Background: an optimization exercise with open tools, aiming at small area, a short achievable clock period and few clock cycles per item. Do not read the settings as production practice. Where RTL was checked, it was by simulation tests only, not by an equivalence proof against the original. Power and IR drop assume default switching activity.

==> flow/design.v <==
`timescale 1ns/100ps
package cache_pkg;
    localparam int DATA_WIDTH   = 32;
    localparam int ADDRESS_BITS = 32;
    localparam int BYTE_LANES   = DATA_WIDTH / 8;
    typedef logic [DATA_WIDTH-1:0]   word_t;
    typedef logic [ADDRESS_BITS-1:0] addr_t;
    typedef logic [BYTE_LANES-1:0]   byte_en_t;
    typedef logic [3:0]              msg_t;
    localparam msg_t NO_REQ   = 4'd0;
    localparam msg_t R_REQ    = 4'd1;
    localparam msg_t WB_REQ   = 4'd2;
    localparam msg_t FLUSH    = 4'd3;
    localparam msg_t MEM_RESP = 4'd4;
    typedef enum logic [3:0] {
        RESET,
        IDLE,
        CACHE_ACCESS,
        WRITE_BACK,
        WB_WAIT,
        READ_STATE,
        WAIT,
        UPDATE,
        SRV_FLUSH_REQ,
        WAIT_FLUSH_REQ
    } ctrl_state_t;
endpackage
`timescale 1ns/100ps
`timescale 1ns/100ps
`timescale 1ns/100ps
module l1_cache #(
    parameter int INDEX_BITS = 4
) (
    input  logic        clock,
    input  logic        arst_n,
    input  logic        read,
    input  logic        write,
    input  logic        flush,
    input  logic [31:0] address,
    input  logic [31:0] data_in,
    input  logic [3:0]  byte_en,
    input  logic [3:0]  mem2cache_msg,
    input  logic [31:0] mem2cache_data,
    output logic        ready,
    output logic        valid,
    output logic [31:0] data_out,
    output logic [3:0]  cache2mem_msg,
    output logic [31:0] cache2mem_address,
    output logic [31:0] cache2mem_data
);
    localparam int DEPTH    = 1 << INDEX_BITS;
    localparam int TAG_BITS = 32 - 2 - INDEX_BITS;
    localparam logic [1:0] M_NONE  = 2'd0;
    localparam logic [1:0] M_READ  = 2'd1;    
    localparam logic [1:0] M_WB    = 2'd2;    
    localparam logic [1:0] M_FLUSH = 2'd3;    
    logic [DEPTH-1:0]    valid_bits;
    logic [DEPTH-1:0]    dirty_bits;
    logic [TAG_BITS-1:0] tag_mem  [0:DEPTH-1];
    logic [31:0]         data_mem [0:DEPTH-1];
    logic                  s1_v;
    logic                  s1_rd, s1_wr, s1_fl;
    logic [TAG_BITS-1:0]   s1_tag;
    logic [INDEX_BITS-1:0] s1_idx;
    logic [DEPTH-1:0]      s1_oh;       
    logic [31:0]           s1_data;
    logic [3:0]            s1_wbe;      
    logic [TAG_BITS-1:0]   tsel_q;
    logic                  vsel_q, dsel_q;
    logic [1:0]            msg_q;
    logic                  m_gap;       
    logic                  m_wbp;       
    logic [INDEX_BITS-1:0] m_idx;
    logic                  m_rd;
    logic [3:0]            m_keep;      
    logic [29:0]           maddr_q;
    logic [31:0]           out_q;       
    logic                  valid_q;
    logic                  ready_q;
    logic                  fire_q;      
    logic one_request, mem_resp, m_busy, fire, hit, victim_dirty;
    logic s1_v_next, m_busy_next, m_gap_next, m_wbp_next;
    logic [1:0] msg_next;
    logic [TAG_BITS-1:0]   tag_rd;
    logic [31:0]           data_sel;
    logic                  same_line;
    assign one_request = (read & ~write & ~flush) | (~read & write & ~flush) |
                         (~read & ~write & flush);
    assign mem_resp = (mem2cache_msg == 4'd4);
    assign m_busy   = (msg_q != M_NONE) | m_gap;
    assign fire     = fire_q;
    assign hit          = vsel_q & (tsel_q == s1_tag);
    assign victim_dirty = vsel_q & dsel_q;
    logic                  take_addr;
    logic [DEPTH-1:0]      addr_oh, sel_oh, hold_oh, hold_oh_next;
    logic [INDEX_BITS-1:0] s1_idx_next, m_idx_next, hold_idx_next;
    logic                  v_rd, d_rd;
    assign take_addr = (~s1_v | fire) & ~m_wbp;
    always_comb begin
        for (int j = 0; j < DEPTH; j++) begin
            addr_oh[j] = (address[2 +: INDEX_BITS] == j);
        end
    end
    assign sel_oh = take_addr ? addr_oh : hold_oh;
    always_comb begin
        tag_rd = '0;
        v_rd   = 1'b0;
        d_rd   = 1'b0;
        for (int j = 0; j < DEPTH; j++) begin
            tag_rd = tag_rd | (tag_mem[j] & {TAG_BITS{sel_oh[j]}});
            v_rd   = v_rd | (valid_bits[j] & sel_oh[j]);
            d_rd   = d_rd | (dirty_bits[j] & sel_oh[j]);
        end
    end
    assign same_line = fire & (address[2 +: INDEX_BITS] == s1_idx);
    assign s1_idx_next   = (~s1_v | fire) ? address[2 +: INDEX_BITS] : s1_idx;
    assign m_idx_next    = fire ? s1_idx : m_idx;
    assign hold_idx_next = m_wbp_next ? m_idx_next : s1_idx_next;
    always_comb begin
        for (int j = 0; j < DEPTH; j++) begin
            hold_oh_next[j] = (hold_idx_next == j);
        end
    end
    always_ff @(posedge clock) begin
        hold_oh <= hold_oh_next;
    end
    always_comb begin
        data_sel = '0;
        for (int j = 0; j < DEPTH; j++) begin
            data_sel = data_sel | (data_mem[j] & {32{s1_oh[j]}});
        end
    end
    always_ff @(posedge clock) begin
        tsel_q <= tag_rd;
        if (same_line) begin
            vsel_q <= ~s1_fl | (vsel_q & ~hit);
            dsel_q <= s1_wr | dsel_q;
        end else begin
            vsel_q <= v_rd;
            dsel_q <= d_rd;
        end
    end
    always_comb begin
        msg_next   = msg_q;
        m_gap_next = m_gap;
        if (fire) begin
            if (s1_fl) begin
                if (hit & dsel_q) msg_next = M_FLUSH;
            end else if (!hit) begin
                msg_next = victim_dirty ? M_WB : M_READ;
            end
        end else if (m_gap) begin
            msg_next   = M_READ;
            m_gap_next = 1'b0;
        end else if (mem_resp) begin
            msg_next   = M_NONE;
            m_gap_next = (msg_q == M_WB);
        end
    end
    assign m_busy_next = (msg_next != M_NONE) | m_gap_next;
    assign m_wbp_next  = (msg_next == M_WB) | m_gap_next;
    assign s1_v_next   = ready_q ? one_request : (s1_v & ~fire);
    always_ff @(posedge clock or negedge arst_n) begin
        if (!arst_n) begin
            ready_q <= 1'b0;
            fire_q  <= 1'b0;
            s1_v    <= 1'b0;
            msg_q   <= M_NONE;
            m_gap   <= 1'b0;
            m_wbp   <= 1'b0;
            valid_q <= 1'b0;
        end else begin
            ready_q <= ~(s1_v_next & m_busy_next) & ~m_wbp_next;
            fire_q  <= s1_v_next & ~m_busy_next;
            s1_v    <= s1_v_next;
            msg_q   <= msg_next;
            m_gap   <= m_gap_next;
            m_wbp   <= m_wbp_next;
            valid_q <= (fire & s1_rd & hit) |
                       ((msg_q == M_READ) & mem_resp & m_rd);
        end
    end
    always_ff @(posedge clock) begin
        if (~s1_v | fire) begin
            s1_rd   <= read;
            s1_wr   <= write;
            s1_fl   <= flush;
            s1_tag  <= address[31 -: TAG_BITS];
            s1_idx  <= address[2 +: INDEX_BITS];
            s1_data <= data_in;
            s1_wbe  <= write ? byte_en : 4'b0000;
            for (int j = 0; j < DEPTH; j++) begin
                s1_oh[j] <= (address[2 +: INDEX_BITS] == j);
            end
        end
    end
    always_ff @(posedge clock) begin
        if (fire) begin
            m_idx  <= s1_idx;
            m_rd   <= s1_rd;
            m_keep <= s1_wbe;
        end
        if (fire) begin
            maddr_q <= {(victim_dirty ? tsel_q : s1_tag), s1_idx};
        end else if (m_gap) begin
            maddr_q <= {tsel_q, m_idx};
        end
        if (fire) begin
            out_q <= data_sel;
        end else if (rph_q) begin
            out_q <= mem2cache_data;
        end
    end
    always_ff @(posedge clock or negedge arst_n) begin
        if (!arst_n) begin
            valid_bits <= '0;
        end else begin
            for (int j = 0; j < DEPTH; j++) begin
                if (wr_oh_q[j]) begin
                    valid_bits[j] <= 1'b1;
                end else if (fire & s1_fl & s1_oh[j] & hit) begin
                    valid_bits[j] <= 1'b0;
                end
            end
        end
    end
    logic [DEPTH-1:0] wr_oh_q, fill_oh_q;
    logic             rph_q;       
    logic [31:0]      wdata;
    logic             cap, rw_next;
    assign cap     = ~s1_v | fire;
    assign rw_next = cap ? (read | write) : (s1_rd | s1_wr);
    always_ff @(posedge clock or negedge arst_n) begin
        if (!arst_n) begin
            wr_oh_q   <= '0;
            fill_oh_q <= '0;
            rph_q     <= 1'b0;
        end else begin
            for (int j = 0; j < DEPTH; j++) begin
                wr_oh_q[j]   <= s1_v_next & ~m_busy_next & rw_next &
                                (cap ? addr_oh[j] : s1_oh[j]);
                fill_oh_q[j] <= (msg_next == M_READ) & (m_idx_next == j);
            end
            rph_q <= (msg_next == M_READ);
        end
    end
    assign wdata = rph_q ? mem2cache_data : s1_data;
    always_ff @(posedge clock) begin
        for (int j = 0; j < DEPTH; j++) begin
            if (wr_oh_q[j]) begin
                tag_mem[j]    <= s1_tag;
                dirty_bits[j] <= s1_wr | (hit & dsel_q);
            end
            for (int i = 0; i < 4; i++) begin
                if ((wr_oh_q[j] & s1_wbe[i]) | (fill_oh_q[j] & ~m_keep[i])) begin
                    data_mem[j][8*i +: 8] <= wdata[8*i +: 8];
                end
            end
        end
    end
    assign ready             = ready_q;
    assign valid             = valid_q;
    assign data_out          = out_q;
    assign cache2mem_msg     = {2'b00, msg_q};
    assign cache2mem_address = {maddr_q, 2'b00};
    assign cache2mem_data    = out_q;
endmodule
Settings: LEC_CHECK=0, CAP_MARGIN=20, CORE_MARGIN=2, CORE_UTILIZATION=40, SETUP_SLACK_MARGIN=2.6, SLEW_MARGIN=20, TNS_END_PERCENT=10; clock period 5.0 ns.
standard.sh (not shown) runs the stock make flow with config.mk's settings and CLKGATE_MAP_FILE= SYNTH_SCRIPT=/design/flow/synth_recipe.tcl, a recipe that flattens the netlist after the stock synthesis.
==> flow/flow/run.sh <==
#!/bin/bash
# The standard layout, with two changes:
#  - port buffers are buf_2 cells rather than the default delay buffers;
#  - the clock tree uses clkbuf_4/clkbuf_8 in clusters of up to 30 sinks,
#    without dummy loads.
# make's full output goes to standard.log; each ORFS step keeps its own log
# under orfs/logs/.
set -euo pipefail
cd "$(dirname "$0")/.."
bash standard.sh \
  "BUFFER_PORTS_ARGS=-buffer_cell sky130_fd_sc_hd__buf_2" \
  "CTS_ARGS=-sink_clustering_enable -repair_clock_nets -dont_use_dummy_load -sink_clustering_size 30 -buf_list {sky130_fd_sc_hd__clkbuf_4 sky130_fd_sc_hd__clkbuf_8}" \
  finish > standard.log 2>&1
The starting point produced a clean layout.
Edit:
--- a/flow/design.v
+++ b/flow/design.v
@@ -208,5 +208,5 @@
         if (fire) begin
             out_q <= data_sel;
-        end else if (rph_q) begin
+        end else if (msg_q == M_READ) begin
             out_q <= mem2cache_data;
         end
@@ -217,41 +217,21 @@
         end else begin
             for (int j = 0; j < DEPTH; j++) begin
-                if (wr_oh_q[j]) begin
-                    valid_bits[j] <= 1'b1;
-                end else if (fire & s1_fl & s1_oh[j] & hit) begin
-                    valid_bits[j] <= 1'b0;
-                end
-            end
-        end
-    end
-    logic [DEPTH-1:0] wr_oh_q, fill_oh_q;
-    logic             rph_q;       
-    logic [31:0]      wdata;
-    logic             cap, rw_next;
-    assign cap     = ~s1_v | fire;
-    assign rw_next = cap ? (read | write) : (s1_rd | s1_wr);
-    always_ff @(posedge clock or negedge arst_n) begin
-        if (!arst_n) begin
-            wr_oh_q   <= '0;
-            fill_oh_q <= '0;
-            rph_q     <= 1'b0;
-        end else begin
-            for (int j = 0; j < DEPTH; j++) begin
-                wr_oh_q[j]   <= s1_v_next & ~m_busy_next & rw_next &
-                                (cap ? addr_oh[j] : s1_oh[j]);
-                fill_oh_q[j] <= (msg_next == M_READ) & (m_idx_next == j);
-            end
-            rph_q <= (msg_next == M_READ);
-        end
-    end
-    assign wdata = rph_q ? mem2cache_data : s1_data;
-    always_ff @(posedge clock) begin
-        for (int j = 0; j < DEPTH; j++) begin
-            if (wr_oh_q[j]) begin
+                if (fire & s1_oh[j] & (~s1_fl | hit)) valid_bits[j] <= ~s1_fl;
+            end
+        end
+    end
+    logic        fill;
+    logic [31:0] wdata;
+    assign fill  = (msg_q == M_READ);
+    assign wdata = m_busy ? mem2cache_data : s1_data;
+    always_ff @(posedge clock) begin
+        for (int j = 0; j < DEPTH; j++) begin
+            if (fire & ~s1_fl & s1_oh[j]) begin
                 tag_mem[j]    <= s1_tag;
                 dirty_bits[j] <= s1_wr | (hit & dsel_q);
             end
             for (int i = 0; i < 4; i++) begin
-                if ((wr_oh_q[j] & s1_wbe[i]) | (fill_oh_q[j] & ~m_keep[i])) begin
+                if ((fire & s1_oh[j] & s1_wbe[i]) |
+                    (fill & (m_idx == j) & ~m_keep[i])) begin
                     data_mem[j][8*i +: 8] <= wdata[8*i +: 8];
                 end
After rerunning: Combinational power grows by a quarter to a third; die area shrinks by a few percent; sequential share of layout area barely changes; power grows by a little under a tenth; wire length grows slightly; clock power shrinks by a few percent.
Testbench counts after the change, summed over its fixed seeds: cycles 51,789, items 12,000.
The RTL of the first run of this note was laid out without a check of its function.

==> re-timing with driven ports <==
The flow's constraints put no driver on any port. The routed layouts listed below were extracted and timed again, unchanged, in two steps.
Step 1 sets driving cells, clkbuf_16 on the clock port and buf_2 on the other inputs (assumed; they add their load-dependent delay and slew).
Step 2 times the ports against the registers' clock, not the clock port: input delays grow and output delays shrink by t, the midpoint of the rising clock arrivals with the driver on.
Three values: no drivers, after step 1, after step 2; two values: the first two.
run	t (ns)	slack for setup (ns)	hold WS [ns]	worst setup path after step 2	slew at the worst register clock pin (ns)
the first run	0.883	2.228 / 2.228 / 1.498	0.324 / 0.279 / 0.448	input to register	0.06 / 0.06
the second run	0.889	2.380 / 2.380 / 1.566	0.212 / 0.238 / 0.472	input to register	0.06 / 0.06
After both steps setup and hold are still met in every run listed. For the second run, which loses most, drivers alone change the setup slack by 0.000 ns; drivers and shift together by -0.814 ns.
